Source: an optimization exercise on an open RTL-to-GDS flow (aim: small area and a short achievable clock period). Production flows keep margins and buffers that such runs may drop. Function was checked by simulation only, so behaviour that the tests miss may differ from the original. Power and IR drop assume default switching activity.

==> flow/design.v, too long to show whole: its modules and the start of the top module <==
// module fir_fa: 11 lines
// module fir_filter: 1660 lines
module fir_filter
(
    input  logic              clk,
    input  logic              rst_n,
    input  logic [fir_pkg::WD_IN-1:0]  data_in,
    output logic [fir_pkg::WD_OUT-1:0] data_out
);
  // ...
==> flow/flow/run.sh <==
#!/bin/bash
# Own layout flow: the standard ORFS flow (standard.sh, unchanged synthesis,
# floorplan, power grid and tap cells), with two changes to how the layout is made:
#  - port buffers are buf_4 cells instead of the delay-buffer cell buffer_ports
#    picks by default;
#  - ORFS's timing repair aims for setup slack of 8.75 ns at the design's 12.5 ns
#    clock, so it repairs the paths that set the achieved period.
# The SDC (clock period, I/O delays, load) is the standard flow's own, unchanged.
set -euo pipefail
bash standard.sh \
  "BUFFER_PORTS_ARGS=-buffer_cell sky130_fd_sc_hd__buf_4" \
  SETUP_SLACK_MARGIN=8.75 \
  finish > standard_flow.log 2>&1
==> flow/standard.sh <==
#!/bin/bash
# synth_recipe.tcl (not shown) runs the flow's synth.tcl, then flattens the netlist and writes it again
# the make line also repeats each setting of config.mk as NAME=value (left out here)
make -C /OpenROAD-flow-scripts/flow DESIGN_CONFIG=/design/flow/config.mk WORK_HOME=/design/flow/orfs CLKGATE_MAP_FILE= SYNTH_SCRIPT=/design/flow/synth_recipe.tcl "${@:-finish}"
==> flow/config.mk <==
export PLATFORM = sky130hd
export DESIGN_NAME = fir_filter
export DESIGN_NICKNAME = fir_filter
export VERILOG_FILES = /design/flow/design.v
export SDC_FILE = /design/flow/constraint.sdc
export NUM_CORES = 4
export LEC_CHECK = 0
export CAP_MARGIN = 20
export CORE_MARGIN = 2
export CORE_UTILIZATION = 65
export CTS_CLUSTER_DIAMETER = 80
export CTS_CLUSTER_SIZE = 30
export PLACE_DENSITY = 0.75
export SLEW_MARGIN = 20
export SYNTH_HIERARCHICAL = 1
export SYNTH_MINIMUM_KEEP_SIZE = 0
==> flow/constraint.sdc <==
create_clock -name core_clock -period 12.5 [get_ports {clk}]
set_input_delay 2.5000 -clock core_clock [delete_from_list [all_inputs] [get_ports {clk}]]
set_output_delay 2.5000 -clock core_clock [all_outputs]
set_load 0.01 [all_outputs]
==> metrics.md, run 1 <==
| Metric | Value |
|---|---|
| Via Count | 10700 |
| Vias in the first global route | 12900 |
| Fraction of area in multi-input gates | 46.6% |
| Largest net degree at the start of global routing | 90 |
| Outcome | timing/DRC/antenna clean |
| Syn Nets | 1967 |
| Critical path capture point type | flip-flop |
| Reg2Reg Depth | 7 |
| WP data arrival | 4.12 ns |
| RSZ-0062 raised after global routing | false |
| Setup bufs post-CTS | 0 |
| Xor/xnor share of the synthesized area | under 10% |
| Maximum clock path buffer count | 3 |
| Drt total wl | roughly 48 mm |
| Mapped cell area | roughly 0.024 mm^2 |
| R2R setup slack | 8.82 ns |
| Main combinational cell family by area after synthesis | adder cells |
| Dominant kind of cell | multi-input gates |
| Top post-synthesis cells by area | fa_1 43%, dfrtp_1 40%, dfxtp_1 7.4% |
| Grt ovf | 0 |
| Synth async-reset ratio | 81.2% |
| Nets | 2042 |
| Synthesis-to-finish area growth | 7.84% |
| Design Area, Final | 0.0260 mm^2 |
| Clk cell area share | just over 3% |
| Met2 usage | around 46% |
| Cell Int Power | 4.19 mW |
| Commonest cells in the netlist | 516 x fa_1, 384 x dfrtp_1, 169 x inv_1 |
| Layout Utilization | roughly 71% |
| Syn. warnings | 7 |
| Die H | around 200 um |
| Seq/Total Area, Yosys | 47.4% |
==> run 2, diff against run 1 <==
--- a/flow/design.v
+++ b/flow/design.v
@@ -1142,91 +1142,91 @@
     fir_fa u_w81 (.a(d_q[261]), .b(w76), .c(w79), .s(w81), .co(w82));
     fir_fa u_w83 (.a(d_q[94]), .b(d_q[117]), .c(d_q[237]), .s(w83), .co(w84));
     fir_fa u_w85 (.a(d_q[262]), .b(w80), .c(w83), .s(w85), .co(w86));
     fir_fa u_w87 (.a(d_q[118]), .b(d_q[238]), .c(~d_q[95]), .s(w87), .co(w88));
     fir_fa u_w89 (.a(~d_q[263]), .b(w84), .c(w87), .s(w89), .co(w90));
     fir_fa u_w91 (.a(~d_q[119]), .b(~d_q[239]), .c(w88), .s(w91), .co(w92));
     assign w93 = ~d_q[144] ^ ~d_q[168];
     assign w94 = ~d_q[144] & ~d_q[168];
-    fir_fa u_w95 (.a(~d_q[336]), .b(w93), .c(~data_in[0]), .s(w95), .co(w96));
+    fir_fa u_w95 (.a(~(d_q[336] & vld3_q)), .b(w93), .c(~data_in[0]), .s(w95), .co(w96));
     fir_fa u_w97 (.a(~d_q[0]), .b(~d_q[145]), .c(~d_q[169]), .s(w97), .co(w98));
-    fir_fa u_w99 (.a(~d_q[312]), .b(~d_q[337]), .c(w94), .s(w99), .co(w100));
+    fir_fa u_w99 (.a(~(d_q[312] & vld2_q)), .b(~(d_q[337] & vld3_q)), .c(w94), .s(w99), .co(w100));
     assign w101 = w97 ^ w99;
     assign w102 = w97 & w99;
     fir_fa u_w103 (.a(w101), .b(~data_in[1]), .c(w96), .s(w103), .co(w104));
     fir_fa u_w105 (.a(~d_q[1]), .b(~d_q[146]), .c(~d_q[144]), .s(w105), .co(w106));
-    fir_fa u_w107 (.a(~d_q[170]), .b(~d_q[168]), .c(~d_q[313]), .s(w107), .co(w108));
-    fir_fa u_w109 (.a(~d_q[338]), .b(w98), .c(w105), .s(w109), .co(w110));
+    fir_fa u_w107 (.a(~d_q[170]), .b(~d_q[168]), .c(~(d_q[313] & vld2_q)), .s(w107), .co(w108));
+    fir_fa u_w109 (.a(~(d_q[338] & vld3_q)), .b(w98), .c(w105), .s(w109), .co(w110));
     fir_fa u_w111 (.a(w107), .b(w100), .c(w109), .s(w111), .co(w112));
     assign w113 = w102 ^ w111;
     assign w114 = w102 & w111;
     fir_fa u_w115 (.a(d_q[72]), .b(d_q[240]), .c(d_q[48]), .s(w115), .co(w116));
     fir_fa u_w117 (.a(d_q[120]), .b(d_q[192]), .c(d_q[264]), .s(w117), .co(w118));
     fir_fa u_w119 (.a(~d_q[2]), .b(~d_q[147]), .c(~d_q[145]), .s(w119), .co(w120));
-    fir_fa u_w121 (.a(~d_q[171]), .b(~d_q[169]), .c(~d_q[314]), .s(w121), .co(w122));
-    fir_fa u_w123 (.a(~d_q[339]), .b(w115), .c(w117), .s(w123), .co(w124));
+    fir_fa u_w121 (.a(~d_q[171]), .b(~d_q[169]), .c(~(d_q[314] & vld2_q)), .s(w121), .co(w122));
+    fir_fa u_w123 (.a(~(d_q[339] & vld3_q)), .b(w115), .c(w117), .s(w123), .co(w124));
     fir_fa u_w125 (.a(w106), .b(w108), .c(w119), .s(w125), .co(w126));
     fir_fa u_w127 (.a(w121), .b(w123), .c(w110), .s(w127), .co(w128));
     fir_fa u_w129 (.a(w125), .b(w112), .c(w127), .s(w129), .co(w130));
     fir_fa u_w131 (.a(~data_in[3]), .b(w114), .c(w129), .s(w131), .co(w132));
     assign w133 = ~(d_q[241] ^ d_q[72]);
     assign w134 = d_q[241] | d_q[72];
     fir_fa u_w135 (.a(d_q[240]), .b(d_q[49]), .c(d_q[121]), .s(w135), .co(w136));
     fir_fa u_w137 (.a(d_q[193]), .b(d_q[265]), .c(~d_q[3]), .s(w137), .co(w138));
     fir_fa u_w139 (.a(~d_q[148]), .b(~d_q[146]), .c(~d_q[144]), .s(w139), .co(w140));
     fir_fa u_w141 (.a(~d_q[172]), .b(~d_q[170]), .c(~d_q[168]), .s(w141), .co(w142));
-    fir_fa u_w143 (.a(~d_q[315]), .b(~d_q[340]), .c(w1), .s(w143), .co(w144));
+    fir_fa u_w143 (.a(~(d_q[315] & vld2_q)), .b(~(d_q[340] & vld3_q)), .c(w1), .s(w143), .co(w144));
     fir_fa u_w145 (.a(w116), .b(w118), .c(w133), .s(w145), .co(w146));
     fir_fa u_w147 (.a(w135), .b(w120), .c(w122), .s(w147), .co(w148));
     fir_fa u_w149 (.a(w137), .b(w139), .c(w141), .s(w149), .co(w150));
     fir_fa u_w151 (.a(w124), .b(w143), .c(w145), .s(w151), .co(w152));
     fir_fa u_w153 (.a(w126), .b(w147), .c(w149), .s(w153), .co(w154));
     fir_fa u_w155 (.a(w151), .b(w128), .c(w153), .s(w155), .co(w156));
     assign w157 = ~data_in[4] ^ w130;
     assign w158 = ~data_in[4] & w130;
     assign w159 = ~(d_q[241] ^ d_q[50]);
     assign w160 = d_q[241] | d_q[50];
     fir_fa u_w161 (.a(d_q[122]), .b(d_q[194]), .c(d_q[266]), .s(w161), .co(w162));
     fir_fa u_w163 (.a(~d_q[4]), .b(~d_q[149]), .c(~d_q[147]), .s(w163), .co(w164));
     fir_fa u_w165 (.a(~d_q[145]), .b(~d_q[173]), .c(~d_q[171]), .s(w165), .co(w166));
-    fir_fa u_w167 (.a(~d_q[169]), .b(~d_q[316]), .c(~d_q[341]), .s(w167), .co(w168));
+    fir_fa u_w167 (.a(~d_q[169]), .b(~(d_q[316] & vld2_q)), .c(~(d_q[341] & vld3_q)), .s(w167), .co(w168));
     fir_fa u_w169 (.a(w3), .b(w1), .c(w134), .s(w169), .co(w170));
     fir_fa u_w171 (.a(w136), .b(w159), .c(w161), .s(w171), .co(w172));
     fir_fa u_w173 (.a(w138), .b(w140), .c(w142), .s(w173), .co(w174));
     fir_fa u_w175 (.a(w163), .b(w165), .c(w167), .s(w175), .co(w176));
     fir_fa u_w177 (.a(w5), .b(w144), .c(w146), .s(w177), .co(w178));
     fir_fa u_w179 (.a(w169), .b(w171), .c(w148), .s(w179), .co(w180));
     fir_fa u_w181 (.a(w150), .b(w173), .c(w175), .s(w181), .co(w182));
     fir_fa u_w183 (.a(w152), .b(w177), .c(w154), .s(w183), .co(w184));
     fir_fa u_w185 (.a(w179), .b(w181), .c(~data_in[5]), .s(w185), .co(w186));
     assign w187 = w156 ^ w183;
     assign w188 = w156 & w183;
     fir_fa u_w189 (.a(d_q[51]), .b(d_q[123]), .c(d_q[120]), .s(w189), .co(w190));
     fir_fa u_w191 (.a(d_q[195]), .b(d_q[192]), .c(d_q[267]), .s(w191), .co(w192));
     fir_fa u_w193 (.a(~d_q[5]), .b(~d_q[150]), .c(~d_q[148]), .s(w193), .co(w194));
     fir_fa u_w195 (.a(~d_q[146]), .b(~d_q[174]), .c(~d_q[172]), .s(w195), .co(w196));
-    fir_fa u_w197 (.a(~d_q[170]), .b(~d_q[317]), .c(~d_q[342]), .s(w197), .co(w198));
+    fir_fa u_w197 (.a(~d_q[170]), .b(~(d_q[317] & vld2_q)), .c(~(d_q[342] & vld3_q)), .s(w197), .co(w198));
     fir_fa u_w199 (.a(w3), .b(w160), .c(w162), .s(w199), .co(w200));
     fir_fa u_w201 (.a(w189), .b(w191), .c(w164), .s(w201), .co(w202));
     fir_fa u_w203 (.a(w166), .b(w168), .c(w193), .s(w203), .co(w204));
     fir_fa u_w205 (.a(w195), .b(w197), .c(w6), .s(w205), .co(w206));
     fir_fa u_w207 (.a(w9), .b(w5), .c(w170), .s(w207), .co(w208));
     fir_fa u_w209 (.a(w172), .b(w199), .c(w174), .s(w209), .co(w210));
     fir_fa u_w211 (.a(w176), .b(w201), .c(w203), .s(w211), .co(w212));
     fir_fa u_w213 (.a(w178), .b(w205), .c(w207), .s(w213), .co(w214));
     fir_fa u_w215 (.a(w180), .b(w182), .c(w209), .s(w215), .co(w216));
     fir_fa u_w217 (.a(w211), .b(~data_in[6]), .c(w213), .s(w217), .co(w218));
     fir_fa u_w219 (.a(w184), .b(w215), .c(w186), .s(w219), .co(w220));
     fir_fa u_w221 (.a(d_q[52]), .b(d_q[124]), .c(d_q[121]), .s(w221), .co(w222));
     fir_fa u_w223 (.a(d_q[144]), .b(d_q[168]), .c(d_q[196]), .s(w223), .co(w224));
     fir_fa u_w225 (.a(d_q[193]), .b(d_q[268]), .c(~d_q[6]), .s(w225), .co(w226));
     fir_fa u_w227 (.a(~d_q[151]), .b(~d_q[149]), .c(~d_q[147]), .s(w227), .co(w228));
     fir_fa u_w229 (.a(~d_q[175]), .b(~d_q[173]), .c(~d_q[171]), .s(w229), .co(w230));
-    fir_fa u_w231 (.a(~d_q[318]), .b(~d_q[343]), .c(w190), .s(w231), .co(w232));
+    fir_fa u_w231 (.a(~(d_q[318] & vld2_q)), .b(~(d_q[343] & vld3_q)), .c(w190), .s(w231), .co(w232));
     fir_fa u_w233 (.a(w192), .b(w221), .c(w223), .s(w233), .co(w234));
     fir_fa u_w235 (.a(w194), .b(w196), .c(w198), .s(w235), .co(w236));
     fir_fa u_w237 (.a(w225), .b(w227), .c(w229), .s(w237), .co(w238));
     fir_fa u_w239 (.a(w10), .b(w13), .c(w6), .s(w239), .co(w240));
     fir_fa u_w241 (.a(w9), .b(w200), .c(w231), .s(w241), .co(w242));
     fir_fa u_w243 (.a(w233), .b(w202), .c(w204), .s(w243), .co(w244));
     fir_fa u_w245 (.a(w235), .b(w237), .c(w206), .s(w245), .co(w246));
     fir_fa u_w247 (.a(w208), .b(w239), .c(w241), .s(w247), .co(w248));
@@ -1236,17 +1236,17 @@
     assign w255 = w218 ^ w251;
     assign w256 = w218 & w251;
     assign w257 = ~(d_q[53] ^ d_q[125]);
     assign w258 = d_q[53] | d_q[125];
     fir_fa u_w259 (.a(d_q[122]), .b(d_q[145]), .c(d_q[169]), .s(w259), .co(w260));
     fir_fa u_w261 (.a(d_q[197]), .b(d_q[194]), .c(d_q[269]), .s(w261), .co(w262));
     fir_fa u_w263 (.a(~d_q[7]), .b(~d_q[152]), .c(~d_q[150]), .s(w263), .co(w264));
     fir_fa u_w265 (.a(~d_q[148]), .b(~d_q[176]), .c(~d_q[174]), .s(w265), .co(w266));
-    fir_fa u_w267 (.a(~d_q[172]), .b(~d_q[319]), .c(~d_q[344]), .s(w267), .co(w268));
+    fir_fa u_w267 (.a(~d_q[172]), .b(~(d_q[319] & vld2_q)), .c(~(d_q[344] & vld3_q)), .s(w267), .co(w268));
     fir_fa u_w269 (.a(w222), .b(w224), .c(w257), .s(w269), .co(w270));
     fir_fa u_w271 (.a(w259), .b(w261), .c(w226), .s(w271), .co(w272));
     fir_fa u_w273 (.a(w228), .b(w230), .c(w263), .s(w273), .co(w274));
     fir_fa u_w275 (.a(w265), .b(w267), .c(w14), .s(w275), .co(w276));
     fir_fa u_w277 (.a(w17), .b(w10), .c(w13), .s(w277), .co(w278));
     fir_fa u_w279 (.a(w232), .b(w234), .c(w269), .s(w279), .co(w280));
     fir_fa u_w281 (.a(w236), .b(w238), .c(w271), .s(w281), .co(w282));
     fir_fa u_w283 (.a(w273), .b(w240), .c(w242), .s(w283), .co(w284));
@@ -1255,17 +1255,17 @@
     fir_fa u_w289 (.a(w246), .b(w248), .c(w283), .s(w289), .co(w290));
     fir_fa u_w291 (.a(w285), .b(w250), .c(w287), .s(w291), .co(w292));
     fir_fa u_w293 (.a(w252), .b(w289), .c(w254), .s(w293), .co(w294));
     fir_fa u_w295 (.a(d_q[54]), .b(d_q[126]), .c(d_q[123]), .s(w295), .co(w296));
     fir_fa u_w297 (.a(d_q[146]), .b(d_q[170]), .c(d_q[198]), .s(w297), .co(w298));
     fir_fa u_w299 (.a(d_q[195]), .b(d_q[270]), .c(~d_q[8]), .s(w299), .co(w300));
     fir_fa u_w301 (.a(~d_q[153]), .b(~d_q[151]), .c(~d_q[149]), .s(w301), .co(w302));
     fir_fa u_w303 (.a(~d_q[177]), .b(~d_q[175]), .c(~d_q[173]), .s(w303), .co(w304));
-    fir_fa u_w305 (.a(~d_q[320]), .b(~d_q[345]), .c(w258), .s(w305), .co(w306));
+    fir_fa u_w305 (.a(~(d_q[320] & vld2_q)), .b(~(d_q[345] & vld3_q)), .c(w258), .s(w305), .co(w306));
     fir_fa u_w307 (.a(w260), .b(w262), .c(w295), .s(w307), .co(w308));
     fir_fa u_w309 (.a(w297), .b(w264), .c(w266), .s(w309), .co(w310));
     fir_fa u_w311 (.a(w268), .b(w299), .c(w301), .s(w311), .co(w312));
     fir_fa u_w313 (.a(w303), .b(w18), .c(w21), .s(w313), .co(w314));
     fir_fa u_w315 (.a(w14), .b(w17), .c(w270), .s(w315), .co(w316));
     fir_fa u_w317 (.a(w305), .b(w307), .c(w272), .s(w317), .co(w318));
     fir_fa u_w319 (.a(w274), .b(w309), .c(w311), .s(w319), .co(w320));
     fir_fa u_w321 (.a(w276), .b(w278), .c(w280), .s(w321), .co(w322));
@@ -1274,17 +1274,17 @@
     fir_fa u_w327 (.a(w284), .b(w286), .c(w321), .s(w327), .co(w328));
     fir_fa u_w329 (.a(w323), .b(w288), .c(w325), .s(w329), .co(w330));
     fir_fa u_w331 (.a(w290), .b(w327), .c(w292), .s(w331), .co(w332));
     fir_fa u_w333 (.a(d_q[55]), .b(d_q[127]), .c(d_q[124]), .s(w333), .co(w334));
     fir_fa u_w335 (.a(d_q[147]), .b(d_q[171]), .c(d_q[199]), .s(w335), .co(w336));
     fir_fa u_w337 (.a(d_q[196]), .b(d_q[271]), .c(~d_q[9]), .s(w337), .co(w338));
     fir_fa u_w339 (.a(~d_q[154]), .b(~d_q[152]), .c(~d_q[150]), .s(w339), .co(w340));
     fir_fa u_w341 (.a(~d_q[178]), .b(~d_q[176]), .c(~d_q[174]), .s(w341), .co(w342));
-    fir_fa u_w343 (.a(~d_q[321]), .b(~d_q[346]), .c(w296), .s(w343), .co(w344));
+    fir_fa u_w343 (.a(~(d_q[321] & vld2_q)), .b(~(d_q[346] & vld3_q)), .c(w296), .s(w343), .co(w344));
     fir_fa u_w345 (.a(w298), .b(w333), .c(w335), .s(w345), .co(w346));
     fir_fa u_w347 (.a(w300), .b(w302), .c(w304), .s(w347), .co(w348));
     fir_fa u_w349 (.a(w337), .b(w339), .c(w341), .s(w349), .co(w350));
     fir_fa u_w351 (.a(w22), .b(w25), .c(w18), .s(w351), .co(w352));
     fir_fa u_w353 (.a(w21), .b(w306), .c(w308), .s(w353), .co(w354));
     fir_fa u_w355 (.a(w343), .b(w345), .c(w310), .s(w355), .co(w356));
     fir_fa u_w357 (.a(w312), .b(w347), .c(w349), .s(w357), .co(w358));
     fir_fa u_w359 (.a(w314), .b(w316), .c(w351), .s(w359), .co(w360));
@@ -1293,17 +1293,17 @@
     fir_fa u_w365 (.a(w322), .b(w359), .c(w324), .s(w365), .co(w366));
     fir_fa u_w367 (.a(w361), .b(w326), .c(w363), .s(w367), .co(w368));
     fir_fa u_w369 (.a(w328), .b(w365), .c(w330), .s(w369), .co(w370));
     fir_fa u_w371 (.a(d_q[56]), .b(d_q[128]), .c(d_q[125]), .s(w371), .co(w372));
     fir_fa u_w373 (.a(d_q[148]), .b(d_q[172]), .c(d_q[200]), .s(w373), .co(w374));
     fir_fa u_w375 (.a(d_q[197]), .b(d_q[272]), .c(~d_q[10]), .s(w375), .co(w376));
     fir_fa u_w377 (.a(~d_q[155]), .b(~d_q[153]), .c(~d_q[151]), .s(w377), .co(w378));
     fir_fa u_w379 (.a(~d_q[179]), .b(~d_q[177]), .c(~d_q[175]), .s(w379), .co(w380));
-    fir_fa u_w381 (.a(~d_q[322]), .b(~d_q[347]), .c(w334), .s(w381), .co(w382));
+    fir_fa u_w381 (.a(~(d_q[322] & vld2_q)), .b(~(d_q[347] & vld3_q)), .c(w334), .s(w381), .co(w382));
     fir_fa u_w383 (.a(w336), .b(w371), .c(w373), .s(w383), .co(w384));
     fir_fa u_w385 (.a(w338), .b(w340), .c(w342), .s(w385), .co(w386));
     fir_fa u_w387 (.a(w375), .b(w377), .c(w379), .s(w387), .co(w388));
     fir_fa u_w389 (.a(w26), .b(w29), .c(w22), .s(w389), .co(w390));
     fir_fa u_w391 (.a(w25), .b(w344), .c(w346), .s(w391), .co(w392));
     fir_fa u_w393 (.a(w381), .b(w383), .c(w348), .s(w393), .co(w394));
     fir_fa u_w395 (.a(w350), .b(w385), .c(w387), .s(w395), .co(w396));
     fir_fa u_w397 (.a(w352), .b(w354), .c(w389), .s(w397), .co(w398));
@@ -1312,17 +1312,17 @@
     fir_fa u_w403 (.a(w360), .b(w397), .c(w362), .s(w403), .co(w404));
     fir_fa u_w405 (.a(w399), .b(w364), .c(w401), .s(w405), .co(w406));
     fir_fa u_w407 (.a(w366), .b(w403), .c(w368), .s(w407), .co(w408));
     fir_fa u_w409 (.a(d_q[57]), .b(d_q[129]), .c(d_q[126]), .s(w409), .co(w410));
     fir_fa u_w411 (.a(d_q[149]), .b(d_q[173]), .c(d_q[201]), .s(w411), .co(w412));
     fir_fa u_w413 (.a(d_q[198]), .b(d_q[273]), .c(~d_q[11]), .s(w413), .co(w414));
     fir_fa u_w415 (.a(~d_q[156]), .b(~d_q[154]), .c(~d_q[152]), .s(w415), .co(w416));
     fir_fa u_w417 (.a(~d_q[180]), .b(~d_q[178]), .c(~d_q[176]), .s(w417), .co(w418));
-    fir_fa u_w419 (.a(~d_q[323]), .b(~d_q[348]), .c(w372), .s(w419), .co(w420));
+    fir_fa u_w419 (.a(~(d_q[323] & vld2_q)), .b(~(d_q[348] & vld3_q)), .c(w372), .s(w419), .co(w420));
     fir_fa u_w421 (.a(w374), .b(w409), .c(w411), .s(w421), .co(w422));
     fir_fa u_w423 (.a(w376), .b(w378), .c(w380), .s(w423), .co(w424));
     fir_fa u_w425 (.a(w413), .b(w415), .c(w417), .s(w425), .co(w426));
     fir_fa u_w427 (.a(w30), .b(w33), .c(w26), .s(w427), .co(w428));
     fir_fa u_w429 (.a(w29), .b(w382), .c(w384), .s(w429), .co(w430));
     fir_fa u_w431 (.a(w419), .b(w421), .c(w386), .s(w431), .co(w432));
     fir_fa u_w433 (.a(w388), .b(w423), .c(w425), .s(w433), .co(w434));
     fir_fa u_w435 (.a(w390), .b(w392), .c(w427), .s(w435), .co(w436));
@@ -1331,17 +1331,17 @@
     fir_fa u_w441 (.a(w398), .b(w435), .c(w400), .s(w441), .co(w442));
     fir_fa u_w443 (.a(w437), .b(w402), .c(w439), .s(w443), .co(w444));
     fir_fa u_w445 (.a(w404), .b(w441), .c(w406), .s(w445), .co(w446));
     fir_fa u_w447 (.a(d_q[58]), .b(d_q[130]), .c(d_q[127]), .s(w447), .co(w448));
     fir_fa u_w449 (.a(d_q[150]), .b(d_q[174]), .c(d_q[202]), .s(w449), .co(w450));
     fir_fa u_w451 (.a(d_q[199]), .b(d_q[274]), .c(~d_q[12]), .s(w451), .co(w452));
     fir_fa u_w453 (.a(~d_q[157]), .b(~d_q[155]), .c(~d_q[153]), .s(w453), .co(w454));
     fir_fa u_w455 (.a(~d_q[181]), .b(~d_q[179]), .c(~d_q[177]), .s(w455), .co(w456));
-    fir_fa u_w457 (.a(~d_q[324]), .b(~d_q[349]), .c(w410), .s(w457), .co(w458));
+    fir_fa u_w457 (.a(~(d_q[324] & vld2_q)), .b(~(d_q[349] & vld3_q)), .c(w410), .s(w457), .co(w458));
     fir_fa u_w459 (.a(w412), .b(w447), .c(w449), .s(w459), .co(w460));
     fir_fa u_w461 (.a(w414), .b(w416), .c(w418), .s(w461), .co(w462));
     fir_fa u_w463 (.a(w451), .b(w453), .c(w455), .s(w463), .co(w464));
     fir_fa u_w465 (.a(w34), .b(w37), .c(w30), .s(w465), .co(w466));
     fir_fa u_w467 (.a(w33), .b(w420), .c(w422), .s(w467), .co(w468));
     fir_fa u_w469 (.a(w457), .b(w459), .c(w424), .s(w469), .co(w470));
     fir_fa u_w471 (.a(w426), .b(w461), .c(w463), .s(w471), .co(w472));
     fir_fa u_w473 (.a(w428), .b(w430), .c(w465), .s(w473), .co(w474));
@@ -1350,17 +1350,17 @@
     fir_fa u_w479 (.a(w436), .b(w473), .c(w438), .s(w479), .co(w480));
     fir_fa u_w481 (.a(w475), .b(w440), .c(w477), .s(w481), .co(w482));
     fir_fa u_w483 (.a(w442), .b(w479), .c(w444), .s(w483), .co(w484));
     fir_fa u_w485 (.a(d_q[59]), .b(d_q[131]), .c(d_q[128]), .s(w485), .co(w486));
     fir_fa u_w487 (.a(d_q[151]), .b(d_q[175]), .c(d_q[203]), .s(w487), .co(w488));
     fir_fa u_w489 (.a(d_q[200]), .b(d_q[275]), .c(~d_q[13]), .s(w489), .co(w490));
     fir_fa u_w491 (.a(~d_q[158]), .b(~d_q[156]), .c(~d_q[154]), .s(w491), .co(w492));
     fir_fa u_w493 (.a(~d_q[182]), .b(~d_q[180]), .c(~d_q[178]), .s(w493), .co(w494));
-    fir_fa u_w495 (.a(~d_q[325]), .b(~d_q[350]), .c(w448), .s(w495), .co(w496));
+    fir_fa u_w495 (.a(~(d_q[325] & vld2_q)), .b(~(d_q[350] & vld3_q)), .c(w448), .s(w495), .co(w496));
     fir_fa u_w497 (.a(w450), .b(w485), .c(w487), .s(w497), .co(w498));
     fir_fa u_w499 (.a(w452), .b(w454), .c(w456), .s(w499), .co(w500));
     fir_fa u_w501 (.a(w489), .b(w491), .c(w493), .s(w501), .co(w502));
     fir_fa u_w503 (.a(w38), .b(w41), .c(w34), .s(w503), .co(w504));
     fir_fa u_w505 (.a(w37), .b(w458), .c(w460), .s(w505), .co(w506));
     fir_fa u_w507 (.a(w495), .b(w497), .c(w462), .s(w507), .co(w508));
     fir_fa u_w509 (.a(w464), .b(w499), .c(w501), .s(w509), .co(w510));
     fir_fa u_w511 (.a(w466), .b(w468), .c(w503), .s(w511), .co(w512));
@@ -1369,17 +1369,17 @@
     fir_fa u_w517 (.a(w474), .b(w511), .c(w476), .s(w517), .co(w518));
     fir_fa u_w519 (.a(w513), .b(w478), .c(w515), .s(w519), .co(w520));
     fir_fa u_w521 (.a(w480), .b(w517), .c(w482), .s(w521), .co(w522));
     fir_fa u_w523 (.a(d_q[60]), .b(d_q[132]), .c(d_q[129]), .s(w523), .co(w524));
     fir_fa u_w525 (.a(d_q[152]), .b(d_q[176]), .c(d_q[204]), .s(w525), .co(w526));
     fir_fa u_w527 (.a(d_q[201]), .b(d_q[276]), .c(~d_q[14]), .s(w527), .co(w528));
     fir_fa u_w529 (.a(~d_q[159]), .b(~d_q[157]), .c(~d_q[155]), .s(w529), .co(w530));
     fir_fa u_w531 (.a(~d_q[183]), .b(~d_q[181]), .c(~d_q[179]), .s(w531), .co(w532));
-    fir_fa u_w533 (.a(~d_q[326]), .b(~d_q[351]), .c(w486), .s(w533), .co(w534));
+    fir_fa u_w533 (.a(~(d_q[326] & vld2_q)), .b(~(d_q[351] & vld3_q)), .c(w486), .s(w533), .co(w534));
     fir_fa u_w535 (.a(w488), .b(w523), .c(w525), .s(w535), .co(w536));
     fir_fa u_w537 (.a(w490), .b(w492), .c(w494), .s(w537), .co(w538));
     fir_fa u_w539 (.a(w527), .b(w529), .c(w531), .s(w539), .co(w540));
     fir_fa u_w541 (.a(w42), .b(w45), .c(w38), .s(w541), .co(w542));
     fir_fa u_w543 (.a(w41), .b(w496), .c(w498), .s(w543), .co(w544));
     fir_fa u_w545 (.a(w533), .b(w535), .c(w500), .s(w545), .co(w546));
     fir_fa u_w547 (.a(w502), .b(w537), .c(w539), .s(w547), .co(w548));
     fir_fa u_w549 (.a(w504), .b(w506), .c(w541), .s(w549), .co(w550));
@@ -1388,17 +1388,17 @@
     fir_fa u_w555 (.a(w512), .b(w549), .c(w514), .s(w555), .co(w556));
     fir_fa u_w557 (.a(w551), .b(w516), .c(w553), .s(w557), .co(w558));
     fir_fa u_w559 (.a(w518), .b(w555), .c(w520), .s(w559), .co(w560));
     fir_fa u_w561 (.a(d_q[61]), .b(d_q[133]), .c(d_q[130]), .s(w561), .co(w562));
     fir_fa u_w563 (.a(d_q[153]), .b(d_q[177]), .c(d_q[205]), .s(w563), .co(w564));
     fir_fa u_w565 (.a(d_q[202]), .b(d_q[277]), .c(~d_q[15]), .s(w565), .co(w566));
     fir_fa u_w567 (.a(~d_q[160]), .b(~d_q[158]), .c(~d_q[156]), .s(w567), .co(w568));
     fir_fa u_w569 (.a(~d_q[184]), .b(~d_q[182]), .c(~d_q[180]), .s(w569), .co(w570));
-    fir_fa u_w571 (.a(~d_q[327]), .b(~d_q[352]), .c(w524), .s(w571), .co(w572));
+    fir_fa u_w571 (.a(~(d_q[327] & vld2_q)), .b(~(d_q[352] & vld3_q)), .c(w524), .s(w571), .co(w572));
     fir_fa u_w573 (.a(w526), .b(w561), .c(w563), .s(w573), .co(w574));
     fir_fa u_w575 (.a(w528), .b(w530), .c(w532), .s(w575), .co(w576));
     fir_fa u_w577 (.a(w565), .b(w567), .c(w569), .s(w577), .co(w578));
     fir_fa u_w579 (.a(w46), .b(w49), .c(w42), .s(w579), .co(w580));
     fir_fa u_w581 (.a(w45), .b(w534), .c(w536), .s(w581), .co(w582));
     fir_fa u_w583 (.a(w571), .b(w573), .c(w538), .s(w583), .co(w584));
     fir_fa u_w585 (.a(w540), .b(w575), .c(w577), .s(w585), .co(w586));
     fir_fa u_w587 (.a(w542), .b(w544), .c(w579), .s(w587), .co(w588));
@@ -1407,17 +1407,17 @@
     fir_fa u_w593 (.a(w550), .b(w587), .c(w552), .s(w593), .co(w594));
     fir_fa u_w595 (.a(w589), .b(w554), .c(w591), .s(w595), .co(w596));
     fir_fa u_w597 (.a(w556), .b(w593), .c(w558), .s(w597), .co(w598));
     fir_fa u_w599 (.a(d_q[62]), .b(d_q[134]), .c(d_q[131]), .s(w599), .co(w600));
     fir_fa u_w601 (.a(d_q[154]), .b(d_q[178]), .c(d_q[206]), .s(w601), .co(w602));
     fir_fa u_w603 (.a(d_q[203]), .b(d_q[278]), .c(~d_q[16]), .s(w603), .co(w604));
     fir_fa u_w605 (.a(~d_q[161]), .b(~d_q[159]), .c(~d_q[157]), .s(w605), .co(w606));
     fir_fa u_w607 (.a(~d_q[185]), .b(~d_q[183]), .c(~d_q[181]), .s(w607), .co(w608));
-    fir_fa u_w609 (.a(~d_q[328]), .b(~d_q[353]), .c(w562), .s(w609), .co(w610));
+    fir_fa u_w609 (.a(~(d_q[328] & vld2_q)), .b(~(d_q[353] & vld3_q)), .c(w562), .s(w609), .co(w610));
     fir_fa u_w611 (.a(w564), .b(w599), .c(w601), .s(w611), .co(w612));
     fir_fa u_w613 (.a(w566), .b(w568), .c(w570), .s(w613), .co(w614));
     fir_fa u_w615 (.a(w603), .b(w605), .c(w607), .s(w615), .co(w616));
     fir_fa u_w617 (.a(w50), .b(w53), .c(w46), .s(w617), .co(w618));
     fir_fa u_w619 (.a(w49), .b(w572), .c(w574), .s(w619), .co(w620));
     fir_fa u_w621 (.a(w609), .b(w611), .c(w576), .s(w621), .co(w622));
     fir_fa u_w623 (.a(w578), .b(w613), .c(w615), .s(w623), .co(w624));
     fir_fa u_w625 (.a(w580), .b(w582), .c(w617), .s(w625), .co(w626));
@@ -1426,17 +1426,17 @@
     fir_fa u_w631 (.a(w588), .b(w625), .c(w590), .s(w631), .co(w632));
     fir_fa u_w633 (.a(w627), .b(w592), .c(w629), .s(w633), .co(w634));
     fir_fa u_w635 (.a(w594), .b(w631), .c(w596), .s(w635), .co(w636));
     fir_fa u_w637 (.a(d_q[63]), .b(d_q[135]), .c(d_q[132]), .s(w637), .co(w638));
     fir_fa u_w639 (.a(d_q[155]), .b(d_q[179]), .c(d_q[207]), .s(w639), .co(w640));
     fir_fa u_w641 (.a(d_q[204]), .b(d_q[279]), .c(~d_q[17]), .s(w641), .co(w642));
     fir_fa u_w643 (.a(~d_q[162]), .b(~d_q[160]), .c(~d_q[158]), .s(w643), .co(w644));
     fir_fa u_w645 (.a(~d_q[186]), .b(~d_q[184]), .c(~d_q[182]), .s(w645), .co(w646));
-    fir_fa u_w647 (.a(~d_q[329]), .b(~d_q[354]), .c(w600), .s(w647), .co(w648));
+    fir_fa u_w647 (.a(~(d_q[329] & vld2_q)), .b(~(d_q[354] & vld3_q)), .c(w600), .s(w647), .co(w648));
     fir_fa u_w649 (.a(w602), .b(w637), .c(w639), .s(w649), .co(w650));
     fir_fa u_w651 (.a(w604), .b(w606), .c(w608), .s(w651), .co(w652));
     fir_fa u_w653 (.a(w641), .b(w643), .c(w645), .s(w653), .co(w654));
     fir_fa u_w655 (.a(w54), .b(w57), .c(w50), .s(w655), .co(w656));
     fir_fa u_w657 (.a(w53), .b(w610), .c(w612), .s(w657), .co(w658));
     fir_fa u_w659 (.a(w647), .b(w649), .c(w614), .s(w659), .co(w660));
     fir_fa u_w661 (.a(w616), .b(w651), .c(w653), .s(w661), .co(w662));
     fir_fa u_w663 (.a(w618), .b(w620), .c(w655), .s(w663), .co(w664));
@@ -1445,17 +1445,17 @@
     fir_fa u_w669 (.a(w626), .b(w663), .c(w628), .s(w669), .co(w670));
     fir_fa u_w671 (.a(w665), .b(w630), .c(w667), .s(w671), .co(w672));
     fir_fa u_w673 (.a(w632), .b(w669), .c(w634), .s(w673), .co(w674));
     fir_fa u_w675 (.a(d_q[64]), .b(d_q[136]), .c(d_q[133]), .s(w675), .co(w676));
     fir_fa u_w677 (.a(d_q[156]), .b(d_q[180]), .c(d_q[208]), .s(w677), .co(w678));
     fir_fa u_w679 (.a(d_q[205]), .b(d_q[280]), .c(~d_q[18]), .s(w679), .co(w680));
     fir_fa u_w681 (.a(~d_q[163]), .b(~d_q[161]), .c(~d_q[159]), .s(w681), .co(w682));
     fir_fa u_w683 (.a(~d_q[187]), .b(~d_q[185]), .c(~d_q[183]), .s(w683), .co(w684));
-    fir_fa u_w685 (.a(~d_q[330]), .b(~d_q[355]), .c(w638), .s(w685), .co(w686));
+    fir_fa u_w685 (.a(~(d_q[330] & vld2_q)), .b(~(d_q[355] & vld3_q)), .c(w638), .s(w685), .co(w686));
     fir_fa u_w687 (.a(w640), .b(w675), .c(w677), .s(w687), .co(w688));
     fir_fa u_w689 (.a(w642), .b(w644), .c(w646), .s(w689), .co(w690));
     fir_fa u_w691 (.a(w679), .b(w681), .c(w683), .s(w691), .co(w692));
     fir_fa u_w693 (.a(w58), .b(w61), .c(w54), .s(w693), .co(w694));
     fir_fa u_w695 (.a(w57), .b(w648), .c(w650), .s(w695), .co(w696));
     fir_fa u_w697 (.a(w685), .b(w687), .c(w652), .s(w697), .co(w698));
     fir_fa u_w699 (.a(w654), .b(w689), .c(w691), .s(w699), .co(w700));
     fir_fa u_w701 (.a(w656), .b(w658), .c(w693), .s(w701), .co(w702));
@@ -1464,17 +1464,17 @@
     fir_fa u_w707 (.a(w664), .b(w701), .c(w666), .s(w707), .co(w708));
     fir_fa u_w709 (.a(w703), .b(w668), .c(w705), .s(w709), .co(w710));
     fir_fa u_w711 (.a(w670), .b(w707), .c(w672), .s(w711), .co(w712));
     fir_fa u_w713 (.a(d_q[65]), .b(d_q[137]), .c(d_q[134]), .s(w713), .co(w714));
     fir_fa u_w715 (.a(d_q[157]), .b(d_q[181]), .c(d_q[209]), .s(w715), .co(w716));
     fir_fa u_w717 (.a(d_q[206]), .b(d_q[281]), .c(~d_q[19]), .s(w717), .co(w718));
     fir_fa u_w719 (.a(~d_q[164]), .b(~d_q[162]), .c(~d_q[160]), .s(w719), .co(w720));
     fir_fa u_w721 (.a(~d_q[188]), .b(~d_q[186]), .c(~d_q[184]), .s(w721), .co(w722));
-    fir_fa u_w723 (.a(~d_q[331]), .b(~d_q[356]), .c(w676), .s(w723), .co(w724));
+    fir_fa u_w723 (.a(~(d_q[331] & vld2_q)), .b(~(d_q[356] & vld3_q)), .c(w676), .s(w723), .co(w724));
     fir_fa u_w725 (.a(w678), .b(w713), .c(w715), .s(w725), .co(w726));
     fir_fa u_w727 (.a(w680), .b(w682), .c(w684), .s(w727), .co(w728));
     fir_fa u_w729 (.a(w717), .b(w719), .c(w721), .s(w729), .co(w730));
     fir_fa u_w731 (.a(w62), .b(w65), .c(w58), .s(w731), .co(w732));
     fir_fa u_w733 (.a(w61), .b(w686), .c(w688), .s(w733), .co(w734));
     fir_fa u_w735 (.a(w723), .b(w725), .c(w690), .s(w735), .co(w736));
     fir_fa u_w737 (.a(w692), .b(w727), .c(w729), .s(w737), .co(w738));
     fir_fa u_w739 (.a(w694), .b(w696), .c(w731), .s(w739), .co(w740));
@@ -1483,17 +1483,17 @@
     fir_fa u_w745 (.a(w702), .b(w739), .c(w704), .s(w745), .co(w746));
     fir_fa u_w747 (.a(w741), .b(w706), .c(w743), .s(w747), .co(w748));
     fir_fa u_w749 (.a(w708), .b(w745), .c(w710), .s(w749), .co(w750));
     fir_fa u_w751 (.a(d_q[66]), .b(d_q[138]), .c(d_q[135]), .s(w751), .co(w752));
     fir_fa u_w753 (.a(d_q[158]), .b(d_q[182]), .c(d_q[210]), .s(w753), .co(w754));
     fir_fa u_w755 (.a(d_q[207]), .b(d_q[282]), .c(~d_q[20]), .s(w755), .co(w756));
     fir_fa u_w757 (.a(~d_q[165]), .b(~d_q[163]), .c(~d_q[161]), .s(w757), .co(w758));
     fir_fa u_w759 (.a(~d_q[189]), .b(~d_q[187]), .c(~d_q[185]), .s(w759), .co(w760));
-    fir_fa u_w761 (.a(~d_q[332]), .b(~d_q[357]), .c(w714), .s(w761), .co(w762));
+    fir_fa u_w761 (.a(~(d_q[332] & vld2_q)), .b(~(d_q[357] & vld3_q)), .c(w714), .s(w761), .co(w762));
     fir_fa u_w763 (.a(w716), .b(w751), .c(w753), .s(w763), .co(w764));
     fir_fa u_w765 (.a(w718), .b(w720), .c(w722), .s(w765), .co(w766));
     fir_fa u_w767 (.a(w755), .b(w757), .c(w759), .s(w767), .co(w768));
     fir_fa u_w769 (.a(w66), .b(w69), .c(w62), .s(w769), .co(w770));
     fir_fa u_w771 (.a(w65), .b(w724), .c(w726), .s(w771), .co(w772));
     fir_fa u_w773 (.a(w761), .b(w763), .c(w728), .s(w773), .co(w774));
     fir_fa u_w775 (.a(w730), .b(w765), .c(w767), .s(w775), .co(w776));
     fir_fa u_w777 (.a(w732), .b(w734), .c(w769), .s(w777), .co(w778));
@@ -1502,54 +1502,54 @@
     fir_fa u_w783 (.a(w740), .b(w777), .c(w742), .s(w783), .co(w784));
     fir_fa u_w785 (.a(w779), .b(w744), .c(w781), .s(w785), .co(w786));
     fir_fa u_w787 (.a(w746), .b(w783), .c(w748), .s(w787), .co(w788));
     fir_fa u_w789 (.a(d_q[67]), .b(d_q[139]), .c(d_q[136]), .s(w789), .co(w790));
     fir_fa u_w791 (.a(d_q[159]), .b(d_q[183]), .c(d_q[211]), .s(w791), .co(w792));
     fir_fa u_w793 (.a(d_q[208]), .b(d_q[283]), .c(~d_q[21]), .s(w793), .co(w794));
     fir_fa u_w795 (.a(~d_q[166]), .b(~d_q[164]), .c(~d_q[162]), .s(w795), .co(w796));
     fir_fa u_w797 (.a(~d_q[190]), .b(~d_q[188]), .c(~d_q[186]), .s(w797), .co(w798));
-    fir_fa u_w799 (.a(~d_q[333]), .b(~d_q[358]), .c(w752), .s(w799), .co(w800));
+    fir_fa u_w799 (.a(~(d_q[333] & vld2_q)), .b(~(d_q[358] & vld3_q)), .c(w752), .s(w799), .co(w800));
     fir_fa u_w801 (.a(w754), .b(w789), .c(w791), .s(w801), .co(w802));
     fir_fa u_w803 (.a(w756), .b(w758), .c(w760), .s(w803), .co(w804));
     fir_fa u_w805 (.a(w793), .b(w795), .c(w797), .s(w805), .co(w806));
     fir_fa u_w807 (.a(w70), .b(w73), .c(w66), .s(w807), .co(w808));
     fir_fa u_w809 (.a(w69), .b(w762), .c(w764), .s(w809), .co(w810));
     fir_fa u_w811 (.a(w799), .b(w801), .c(w766), .s(w811), .co(w812));
     fir_fa u_w813 (.a(w768), .b(w803), .c(w805), .s(w813), .co(w814));
     fir_fa u_w815 (.a(w770), .b(w772), .c(w807), .s(w815), .co(w816));
     fir_fa u_w817 (.a(w809), .b(w774), .c(w776), .s(w817), .co(w818));
     fir_fa u_w819 (.a(w811), .b(w813), .c(~data_in[22]), .s(w819), .co(w820));
     fir_fa u_w821 (.a(w778), .b(w815), .c(w780), .s(w821), .co(w822));
     fir_fa u_w823 (.a(w817), .b(w782), .c(w819), .s(w823), .co(w824));
     fir_fa u_w825 (.a(w784), .b(w821), .c(w786), .s(w825), .co(w826));
     fir_fa u_w827 (.a(d_q[68]), .b(d_q[140]), .c(d_q[137]), .s(w827), .co(w828));
     fir_fa u_w829 (.a(d_q[167]), .b(d_q[160]), .c(d_q[191]), .s(w829), .co(w830));
     fir_fa u_w831 (.a(d_q[184]), .b(d_q[212]), .c(d_q[209]), .s(w831), .co(w832));
-    fir_fa u_w833 (.a(d_q[284]), .b(d_q[359]), .c(~d_q[22]), .s(w833), .co(w834));
-    fir_fa u_w835 (.a(~d_q[165]), .b(~d_q[163]), .c(~d_q[189]), .s(w835), .co(w836));
-    fir_fa u_w837 (.a(~d_q[187]), .b(~d_q[334]), .c(w790), .s(w837), .co(w838));
+    fir_fa u_w833 (.a(d_q[284]), .b(~d_q[22]), .c(~d_q[165]), .s(w833), .co(w834));
+    fir_fa u_w835 (.a(~d_q[163]), .b(~d_q[189]), .c(~d_q[187]), .s(w835), .co(w836));
+    fir_fa u_w837 (.a(~(d_q[334] & vld2_q)), .b((d_q[359] & vld3_q)), .c(w790), .s(w837), .co(w838));
     fir_fa u_w839 (.a(w792), .b(w827), .c(w829), .s(w839), .co(w840));
     fir_fa u_w841 (.a(w831), .b(w794), .c(w796), .s(w841), .co(w842));
     fir_fa u_w843 (.a(w798), .b(w833), .c(w835), .s(w843), .co(w844));
     fir_fa u_w845 (.a(w74), .b(w77), .c(w70), .s(w845), .co(w846));
     fir_fa u_w847 (.a(w73), .b(w800), .c(w802), .s(w847), .co(w848));
     fir_fa u_w849 (.a(w837), .b(w839), .c(w804), .s(w849), .co(w850));
     fir_fa u_w851 (.a(w806), .b(w841), .c(w843), .s(w851), .co(w852));
     fir_fa u_w853 (.a(w808), .b(w810), .c(w845), .s(w853), .co(w854));
     fir_fa u_w855 (.a(w847), .b(w812), .c(w814), .s(w855), .co(w856));
     fir_fa u_w857 (.a(w849), .b(w851), .c(data_in[23]), .s(w857), .co(w858));
     fir_fa u_w859 (.a(w816), .b(w853), .c(w818), .s(w859), .co(w860));
     fir_fa u_w861 (.a(w855), .b(w857), .c(w820), .s(w861), .co(w862));
     fir_fa u_w863 (.a(w822), .b(w859), .c(w824), .s(w863), .co(w864));
     fir_fa u_w865 (.a(d_q[23]), .b(d_q[69]), .c(d_q[141]), .s(w865), .co(w866));
     fir_fa u_w867 (.a(d_q[138]), .b(d_q[161]), .c(d_q[185]), .s(w867), .co(w868));
     fir_fa u_w869 (.a(d_q[213]), .b(d_q[210]), .c(d_q[285]), .s(w869), .co(w870));
-    fir_fa u_w871 (.a(d_q[335]), .b(~d_q[166]), .c(~d_q[164]), .s(w871), .co(w872));
-    fir_fa u_w873 (.a(~d_q[190]), .b(~d_q[188]), .c(w828), .s(w873), .co(w874));
+    fir_fa u_w871 (.a(~d_q[166]), .b(~d_q[164]), .c(~d_q[190]), .s(w871), .co(w872));
+    fir_fa u_w873 (.a(~d_q[188]), .b((d_q[335] & vld2_q)), .c(w828), .s(w873), .co(w874));
     fir_fa u_w875 (.a(w830), .b(w832), .c(w865), .s(w875), .co(w876));
     fir_fa u_w877 (.a(w867), .b(w869), .c(w834), .s(w877), .co(w878));
     fir_fa u_w879 (.a(w836), .b(w871), .c(w78), .s(w879), .co(w880));
     fir_fa u_w881 (.a(w81), .b(w74), .c(w77), .s(w881), .co(w882));
     fir_fa u_w883 (.a(w838), .b(w840), .c(w873), .s(w883), .co(w884));
     fir_fa u_w885 (.a(w875), .b(w842), .c(w844), .s(w885), .co(w886));
     fir_fa u_w887 (.a(w877), .b(w846), .c(w848), .s(w887), .co(w888));
     fir_fa u_w889 (.a(w879), .b(w881), .c(w883), .s(w889), .co(w890));
@@ -1652,26 +1652,31 @@
     fir_fa u_w1062 (.a(t0_q[28]), .b(t1_q[28]), .c(t2_q[28]), .s(w1062), .co(w1063));
     fir_fa u_w1064 (.a(t0_q[29]), .b(t1_q[29]), .c(t2_q[29]), .s(w1064), .co(w1065));
     fir_fa u_w1066 (.a(t0_q[30]), .b(t1_q[30]), .c(t2_q[30]), .s(w1066), .co(w1067));
     assign u0 = {t0_q[33], t0_q[32], t0_q[31], w1065, w1063, w1061, w1059, w1057, w1055, w1053, w1051, w1049, w1047, w1045, w1043, w1041, w1039, w1037, w1035, w1033, w1031, w1029, w1027, w1025, w1023, w1021, w1019, w1017, w1015, t2_q[4], t0_q[3], t2_q[2], t0_q[1], t0_q[0]};
     assign u1 = {t1_q[33], t1_q[32], w1067, w1066, w1064, w1062, w1060, w1058, w1056, w1054, w1052, w1050, w1048, w1046, w1044, w1042, w1040, w1038, w1036, w1034, w1032, w1030, w1028, w1026, w1024, w1022, w1020, w1018, w1016, w1014, w1013, w1012, 1'b0, 1'b0};
     assign sum = u0 + u1;
     assign r   = sum[W-1:9];
     assign y   = (r[24] != r[23]) ? {r[24], {23{~r[24]}}} : r[23:0];
-    logic first_q;
+    logic vld1_q, vld2_q, vld3_q;
     always_ff @(posedge clk or posedge rst_n) begin
         if (rst_n) begin
-            d_q      <= '0;
-            first_q  <= 1'b1;
+            d_q[12*fir_pkg::WD_IN-1:0] <= '0;
+            vld1_q   <= 1'b0;
+            vld2_q   <= 1'b0;
+            vld3_q   <= 1'b0;
             data_out <= '0;
         end else begin
-            d_q      <= {d_q[14*fir_pkg::WD_IN-1:0], data_in};
-            first_q  <= 1'b0;
-            data_out <= first_q ? '0 : y;
+            d_q[12*fir_pkg::WD_IN-1:0] <= {d_q[11*fir_pkg::WD_IN-1:0], data_in};
+            vld1_q   <= 1'b1;
+            vld2_q   <= vld1_q;
+            vld3_q   <= vld2_q;
+            data_out <= vld1_q ? y : '0;
         end
     end
     always_ff @(posedge clk) begin
+        d_q[15*fir_pkg::WD_IN-1:12*fir_pkg::WD_IN] <= d_q[14*fir_pkg::WD_IN-1:11*fir_pkg::WD_IN];
         t0_q <= t0;
         t1_q <= t1;
         t2_q <= t2;
     end
 endmodule
==> metrics.md, run 2 <==
| Metric | Value |
|---|---|
| Top_reg_cell synth | dfrtp_1 (unchanged) |
| Setup CP Type | flip-flop to flip-flop (unchanged) |
| DP Wirelength | 40.2 mm (was 39.6 mm) |
| Final period utilization | 29.4% (about the same) |
| Grt ovf | 0 (unchanged) |
| DR vias/cell | 5.51 (about the same) |
| Fin Clk Skew | 0.0165 ns (was 0.0208 ns) |
| Antenna violations before repair | 1 (was 0) |
| Commonest non-fill, non-tap cell in the layout | fa_1 (unchanged) |
| I/O pin cnt | 50 (unchanged) |
| Max Freq | 272 MHz (about the same) |
| Vias in the first global route | 13300 (was 12900) |
| Setup ws final | 8.83 ns (was 8.82 ns) |
| Post-synth EDFFs | 0 (unchanged) |
| RR Endpoint | t2_q[10] (was t2_q[8]) |
| Setup WS pre-CTS | 7.22 ns (was 7.45 ns) |
| Final TNS setup | 0 ns (unchanged) |
| Most frequent cells in the layout | 483 x fa_1, 314 x dfrtp_1, 161 x dfxtp_1, 103 x inv_1, 64 x nand2_1 (was 483 x fa_1, 384 x dfrtp_1, 151 x inv_1, 89 x dfxtp_1, 49 x buf_4) |
| Synthesis-to-finish area growth | 8.40% (was 7.84%) |
| Top post-synthesis cells by area | fa_1 43%, dfrtp_1 33%, dfxtp_1 13% (was fa_1 43%, dfrtp_1 40%, dfxtp_1 7.4%) |
| H-tree Lvls | 1 (unchanged) |
| CP startpoint kind | flip-flop (unchanged) |
| TritonCTS sink count | 476 (was 474) |
| All-Layer GR Usage | 28.2% (was 27.6%) |
| R2R setup slack | 8.83 ns (was 8.82 ns) |
| Mean Syn Cell Area | 17.0 um^2 (was 17.5 um^2) |
| Synth async-reset ratio | 66.2% (was 81.2%) |
| Total power | 7.83 mW (was 7.15 mW) |
| Largest net degree at the start of global routing | 87 (was 90) |
| Final setup violation count | 0 (unchanged) |
| Die H | 196 um (was 197 um) |
| CTS Buf Count | 24 (was 23) |
| Final Hold Fails | 0 (unchanged) |
| Max VDD drop | 0.303 mV (was 0.161 mV) |
| Initial DRC Count | 647 (was 625) |
| Top reg by flops | d_q (unchanged) |
| Cell variety after synth | 50 (was 47) |
| Synth top area share | 43.0% (was 42.9%) |
| Sequential Area | 0.0111 mm^2 (was 0.0114 mm^2) |
| Placer Congestion | 0.906 (was 0.924) |
| Max-cap violations | 0 (unchanged) |
| RSZ-0062 raised after global routing | true (was false) |
| #FFs+latches synth | 476 (was 474) |
| Largest area contributor in the netlist | fa_1 (unchanged) |
| CTS root buffer | clkbuf_16 (unchanged) |
| Syn Nets | 1998 (was 1967) |
| Mapped cell area | 0.0240 mm^2 (was 0.0241 mm^2) |
| Crit path launch | vld2_q (was d_q[147]) |
| Critical Path Fanout Max | 25 (was 3) |
| Pins Over Slew Limit | 0 (unchanged) |
| Die area | 0.0385 mm^2 (was 0.0386 mm^2) |
| Std cell rows | 70 (unchanged) |
| Crit path time final | 3.67 ns (was 3.68 ns) |
| Seq/Total Area, Yosys | 46.2% (was 47.4%) |
| Nets | 2071 (was 2042) |
| CTS clk-pin slew, worst paths | 0.10 ns (was 0.11 ns) |
| P_leak | 11.1 nW (was 11.3 nW) |
| CTS tree | built (unchanged) |
| Critical path capture point type | flip-flop (unchanged) |
| Hold Path Class | flip-flop to flip-flop (unchanged) |
| Worst slew margin | 56.6% (was 46.5%) |
| Slew @ Worst Pin | 0.651 ns (was 0.800 ns) |
| Final ANT Viol Nets | 0 (unchanged) |
| Most instantiated library cell after synthesis | fa_1 (unchanged) |
| Via Count | 10900 (was 10700) |
| Initial Utilization | 65.8% (was 66.0%) |
| Drt total wl | 49.4 mm (was 47.9 mm) |
| Die W | 196 um (was 197 um) |
| Area of the multi-input gates | 0.0125 mm^2 (was 0.0121 mm^2) |
| WL per Instance | 25.1 um (was 24.7 um) |
| Share of layout cells above drive strength 1 | 12.3% (was 10.8%) |
| Worst skew pair latency | 0.58 ns (was 0.57 ns) |
| Core Box Area | 0.0365 mm^2 (unchanged) |
| Max reg flops | 360 (unchanged) |
| Pre-antenna DRT Iters | 8 (was 5) |
| Maximum clock path buffer count | 3 (unchanged) |
| Commonest cells in the netlist | 516 x fa_1, 315 x dfrtp_1, 161 x dfxtp_1 (was 516 x fa_1, 384 x dfrtp_1, 169 x inv_1) |
| Setup crit end | t2_q[10] (was t2_q[8]) |
| Cell Pwr Density | 301 mW/mm^2 (was 275 mW/mm^2) |
| PortBufs | 49 (unchanged) |
| Reg2reg start | vld2_q (was d_q[147]) |
| Synth Instances | 1410 (was 1379) |
| Syn. warnings | 7 (unchanged) |
| Regs by FF count | d_q (360), t0_q (31), t1_q (30) (unchanged) |
| Fillers | 2319 (was 2312) |
| DRC errors left | 0 (unchanged) |
| Worst EP required | 13.03 ns (was 12.94 ns) |
| Hold depth | 0 (unchanged) |
| Outcome | timing/DRC/antenna clean (unchanged) |
| WP data arrival | 4.20 ns (was 4.12 ns) |
| First-pass GRT wire length | 77.9 mm (was 76.5 mm) |
| Reg2Reg Depth | 8 (was 7) |
| ANT cells | 0 (unchanged) |
[run 2: cell count changes after synthesis, moves of 3 or more]
cell      before  now
a21oi_1       47   28
a21oi_2        1   23
and2_1         0    3
clkbuf_1       0    8
dfrtp_1      384  315
dfxtp_1       89  161
inv_1        169  120
nand2_1       12   64
nor2_1        11   16
o211ai_1       3    0
o21ai_0        8   11
o21ai_1        0    3
xor2_1        11    8
[run 2: metal layers]
layer / wire, um / track usage [%]
met5: 0 / 0
met4: 1480 / 8.25
met3: 2440 / 4.78
met2: 25400 / 47.7
met1: 20100 / 38.7
[run 2: cells by family after synthesis]
logic type               share of synthesized area, %
XOR/XNOR                                         1.05
other                                          0.0156
AO/OA/AOI/OAI                                    3.07
buffers and inverters                            2.19
AND/OR/NAND/NOR                                  2.07
flip-flops                                       46.2
adder cells (fa/ha/maj)                          45.4
[run 2: report_power, final]
part / switching, mW / internal [mW] / total, mW / leakage [nW]
Clock: 0.536 / 0.411 / 0.947 / 0.415
Sequential: 0.148 / 1.87 / 2.02 / 5.05
Combinational: 2.74 / 2.13 / 4.87 / 5.60
[run 2: timing repair]
action	CTS	global route
resized for setup	7	9
setup buffers	0	2
hold buffers	0	0
cloned	2	0
pin swaps	1	2
setup endpoints to repair	118	102
[run 2: per-module statistics from Yosys (local to each module, per instance)]
module      cells inside  area [um^2]  copies in the design
fir_filter           894        13700                     1
fir_fa                 1         20.0                   516
[run 2: worst max-delay path: stages (launching register included)]
cell	delay [ns]
dfrtp_1	0.35
clkbuf_8	0.30
nand2_1	0.12
fa_1	0.44
fa_1	0.57
fa_1	0.44
fa_1	0.51
fa_2	0.36
fa_2	0.51
[run 2: layout make-up]
type                            count  area share [%]
Clock buffer                       30            2.55
Multi-Input combinational cell    803            48.0
Inverter                          120            1.74
Clock inverter                     14           0.725
Tap cell                          468            2.25
Sequential cell                   476            42.7
Timing Repair Buffer               58            2.07
[run 2: how the worst min path moves through the flow]
stage	slack, ns	end	from
after floorplan	0.31	d_q[312]	d_q[288]
after global placement	0.31	d_q[326]	d_q[302]
after detailed placement	0.31	d_q[315]	d_q[291]
after CTS	0.33	d_q[334]	d_q[310]
after global routing	0.34	d_q[334]	d_q[310]
final	0.33	d_q[334]	d_q[310]
[run 2: through the flow]
step / util (%) / hold WS [ns] / area [um^2] / std cells
floorplan: - / 0.310 / 24100 / 1410
global placement: 68.6 / 0.311 / 25000 / 1921
detailed placement: 68.6 / 0.312 / 25000 / 1921
CTS: 71.1 / 0.335 / 26000 / 1967
global route: 71.3 / 0.342 / 26000 / 1969
finish: 71.3 / 0.334 / 26000 / 1969
==> run 3, diff against run 2 <==
==> flow/flow/run.sh (replaced) <==
#!/bin/bash
# Own layout flow: the standard ORFS flow (standard.sh, unchanged synthesis,
# floorplan, power grid and tap cells), with two changes to how the layout is made:
#  - port buffers are buf_2 cells instead of the delay-buffer cell buffer_ports
#    picks by default;
#  - ORFS's timing repair aims for setup slack of 8.75 ns at the design's 12.5 ns
#    clock, so it repairs the paths that set the achieved period.
# The SDC (clock period, I/O delays, load) is the standard flow's own, unchanged.
set -euo pipefail
bash standard.sh \
  "BUFFER_PORTS_ARGS=-buffer_cell sky130_fd_sc_hd__buf_2" \
  SETUP_SLACK_MARGIN=8.75 \
  finish > standard_flow.log 2>&1
==> metrics.md, run 3 <==
| Metric | Value |
|---|---|
| DR vias/cell | 5.56 (was 5.51) |
| Initial DRC Count | 698 (was 647) |
| Total power | 7.75 mW (was 7.83 mW) |
| Setup CP Type | flip-flop to flip-flop (unchanged) |
| Max VDD drop | 0.205 mV (was 0.303 mV) |
| Worst EP required | 12.95 ns (was 13.03 ns) |
| CP Cell Sequence | fa_1 -> fa_1 -> fa_1 -> fa_1 -> fa_1 -> fa_2 (was clkbuf_8 -> nand2_1 -> fa_1 -> fa_1 -> fa_1 -> fa_1 -> fa_2 -> fa_2) |
| Top reg by flops | d_q (unchanged) |
| Most instantiated library cell after synthesis | fa_1 (unchanged) |
| Global Route met3 Usage | 4.04% (was 4.78%) |
| Net Sw Frac | 43.7% (was 43.6%) |
| All-Layer GR Usage | 27.7% (was 28.2%) |
| Mapped cell area | 0.0240 mm^2 (unchanged) |
| P_leak | 11.0 nW (was 11.1 nW) |
| Top post-synthesis cells by area | fa_1 43%, dfrtp_1 33%, dfxtp_1 13% (unchanged) |
| Std cell rows | 70 (unchanged) |
| DP Wirelength | 39.9 mm (was 40.2 mm) |
| Nets | 2071 (unchanged) |
| Fin Clk Skew | 0.0229 ns (was 0.0165 ns) |
| #FFs+latches synth | 476 (unchanged) |
| Sw power | 3.39 mW (was 3.42 mW) |
| ANT cells | 0 (unchanged) |
| Maximum clock path buffer count | 3 (unchanged) |
| Slowest-stage cell, CP | fa_1 (unchanged) |
| Hold Crit Start | d_q[290] (was d_q[310]) |
| GRT met1 Usage | 37.9% (was 38.7%) |
| Final TNS setup | 0 ns (unchanged) |
| Final setup violation count | 0 (unchanged) |
| Grt ovf | 0 (unchanged) |
| H-tree Lvls | 1 (unchanged) |
| Max incr delay on CP | 0.56 ns (was 0.57 ns) |
| Worst skew pair latency | 0.57 ns (was 0.58 ns) |
| Synth top area share | 43.0% (unchanged) |
| Final Non-Filler Cells | 1967 (was 1969) |
| Crit path launch | d_q[78] (was vld2_q) |
| Max reg flops | 360 (unchanged) |
| Outcome | timing/DRC/antenna clean (unchanged) |
| Combinational fraction of design power | 62.4% (was 62.2%) |
| Setup ws final | 8.83 ns (about the same) |
| Fillers | 2331 (was 2319) |
| Sequential power share | 26.0% (was 25.7%) |
| Seq/Total Area, Yosys | 46.2% (unchanged) |
| Mean Syn Cell Area | 17.0 um^2 (unchanged) |
| Worst hold margin | 0.330 ns (was 0.334 ns) |
| Clock share of power | 11.6% (was 12.1%) |
| Hold Buf Count CTS | 0 (unchanged) |
| Synthesis-to-finish area growth | 7.46% (was 8.40%) |
| Hold Path Class | flip-flop to flip-flop (unchanged) |
| CTS root buffer | clkbuf_16 (unchanged) |
| Cell Int Power | 4.36 mW (was 4.41 mW) |
| Crit path time final | 3.67 ns (about the same) |
| Commonest cells in the netlist | 516 x fa_1, 315 x dfrtp_1, 161 x dfxtp_1 (unchanged) |
| First-pass GRT wire length | 77.0 mm (was 77.9 mm) |
| WP data arrival | 4.13 ns (was 4.20 ns) |
| Final period utilization | 29.4% (about the same) |
| PortBufs | 49 (unchanged) |
| Largest net degree at the start of global routing | 167 (was 87) |
| Cell Pwr Density | 300 mW/mm^2 (was 301 mW/mm^2) |
| Synth async-reset ratio | 66.2% (unchanged) |
| Top_reg_cell synth | dfrtp_1 (unchanged) |
| Final Hold Fails | 0 (unchanged) |
| Die W | 196 um (unchanged) |
| Commonest non-fill, non-tap cell in the layout | fa_1 (unchanged) |
| Vias in the first global route | 13400 (was 13300) |
| TritonCTS sink count | 476 (unchanged) |
| Worst slew margin | 55.8% (was 56.6%) |
| Pre-antenna DRT Iters | 5 (was 8) |
| I/O pin cnt | 50 (unchanged) |
| Met2 usage | 47.1% (was 47.7%) |
| Initial Utilization | 65.8% (unchanged) |
| CTS tree | built (unchanged) |
| Core Box Area | 0.0365 mm^2 (unchanged) |
| Cell variety after synth | 50 (unchanged) |
| Reg2reg start | d_q[78] (was vld2_q) |
| Synth Instances | 1410 (unchanged) |
| WL per Instance | 24.7 um (was 25.1 um) |
| Die H | 196 um (unchanged) |
| RSZ-0062 raised after global routing | false (was true) |
| Die area | 0.0385 mm^2 (unchanged) |
| Critical Path Fanout Max | 2 (was 25) |
| Placed Cells incl. Taps | 1921 (unchanged) |
| Drt total wl | 48.6 mm (was 49.4 mm) |
| Max-cap violations | 0 (unchanged) |
| Post-synth EDFFs | 0 (unchanged) |
| Regs by FF count | d_q (360), t0_q (31), t1_q (30) (unchanged) |
| Syn. warnings | 7 (unchanged) |
| DRC errors left | 0 (unchanged) |
| Placer Congestion | 0.930 (was 0.906) |
| Share of layout cells above drive strength 1 | 12.3% (about the same) |
| Final ANT Viol Nets | 0 (unchanged) |
| GR peak layer | met2 (unchanged) |
| Setup WS pre-CTS | 7.90 ns (was 7.22 ns) |
| Critical path capture point type | flip-flop (unchanged) |
| CTS clk-pin slew, worst paths | 0.11 ns (was 0.10 ns) |
| Max Freq | 272 MHz (about the same) |
| CP startpoint kind | flip-flop (unchanged) |
| Largest area contributor in the netlist | fa_1 (unchanged) |
| Slew @ Worst Pin | 0.663 ns (was 0.651 ns) |
| CTS Buf Count | 23 (was 24) |
| Via Count | 10900 (about the same) |
| Crit-path most repeated cell | fa_1 (unchanged) |
| Most frequent cells in the layout | 481 x fa_1, 313 x dfrtp_1, 161 x dfxtp_1, 104 x inv_1, 64 x nand2_1 (was 483 x fa_1, 314 x dfrtp_1, 161 x dfxtp_1, 103 x inv_1, 64 x nand2_1) |
| Pins Over Slew Limit | 0 (unchanged) |
| Syn Nets | 1998 (unchanged) |
| Antenna violations before repair | 0 (was 1) |
-- run 3: cell counts after synthesis --
No cell type changed its count.
-- run 3: Yosys stat by module, one instance, submodules excluded --
module,copies in the design,flip-flops and latches,cells inside,area (um^2)
fir_fa,516,0,1,20.0
fir_filter,1,476,894,13700
-- run 3: through the flow --
stage	util (%)	area, um^2
after floorplan	-	24100
after global placement	68.2	24900
after detailed placement	68.2	24900
after CTS	70.6	25800
after global routing	70.7	25800
final	70.7	25800
-- run 3: routing by layer --
metal / wire length, um / vias up / part of all wire [%]
li1: - / 4506 / -
met1: 19400 / 6034 / 40
met2: 25300 / 300 / 52
met3: 2330 / 96 / 4.8
met4: 1620 / 0 / 3.3
met5: 0 / - / 0
-- run 3: critical path: cells and delay by family, from the launching register on --
kind	cells	cell delay (ns)
fa+ha+maj	6	3.10
flops	1	0.45
-- run 3: layout make-up --
cell class                      instances  area [um^2]  share of cell area (%)
Clock buffer                           30          643                    2.49
Clock inverter                         11          145                   0.562
Inverter                              120          454                    1.76
Multi-Input combinational cell        803        12500                    48.5
Sequential cell                       476        11100                    43.0
Tap cell                              468          586                    2.27
Timing Repair Buffer                   59          373                    1.44
-- run 3: cells by family (layout without fill, tap and decap cells) --
kind of cell	after synthesis	after routing	share of synthesized area [%]
buffers and inverters	132	220	2.19
AOI/OAI and AO/OA	102	103	3.07
and+or+nand+nor	112	112	2.07
other	1	1	0.0156
adders and majority gates	562	562	45.4
xor gates and xnor gates	25	25	1.05
DFF	476	476	46.2
-- run 3: worst paths after layout --
check / to / slack, ns / cells past startpoint
max: t2_q[10] / 8.83 / 6
min: d_q[314] / 0.33 / 0
max reg2reg: t2_q[10] / 8.83 / 6
min reg2reg: d_q[314] / 0.33 / 0
max in group asynchronous: d_q[180] / 9.03 / 4
min in group asynchronous: data_out[7] / 1.92 / 2
-- run 3: timing repair --
item                                    in CTS  in global routing
endpoints found under the setup margin     273                134
resized for setup                            9                  3
cloned                                       1                  1
pin swaps                                    1                  0
setup buffers                                2                  1
-- run 3: power by group through the flow --
stage	clock [mW]	sequential, mW	combinational [mW]
finish	0.898	2.01	4.84
floorplan	0	2.02	3.54
CTS	0.924	2.02	4.88
detailed placement	0	2.05	4.80
global placement	0	2.04	4.64
global route	0.984	2.04	5.44

==> static timing again, ports no longer ideal <==
How much do the figures lean on ideal ports? The routed layouts below were timed once more, with nothing changed but the port constraints. Step 1 sets driving cells, clkbuf_16 on the clock port and buf_2 on the other inputs (assumed; they add their load-dependent delay and slew). Step 2 moves the port delays by t, midway between the first and last clock arrival at a register: inputs arrive t later, outputs are due t later. That takes back most of the time a late clock gives input paths. Slacks: ideal / step 1 / step 2; pairs: ideal / step 1.
run | t (ns) | setup WS [ns] | hold WS [ns] | pins driven straight from the clock port
run 1 | 0.615 | 8.823 / 8.770 / 8.392 | 0.348 / 0.348 / 0.348 | 1
run 2 | 0.623 | 8.828 / 8.785 / 8.407 | 0.334 / 0.334 / 0.334 | 1
run 3 | 0.610 | 8.826 / 8.792 / 8.394 | 0.330 / 0.330 / 0.330 | 1
After both steps every run listed still meets setup and hold. For run 3, which loses most, drivers alone change the setup slack by -0.034 ns; drivers and shift together by -0.432 ns.
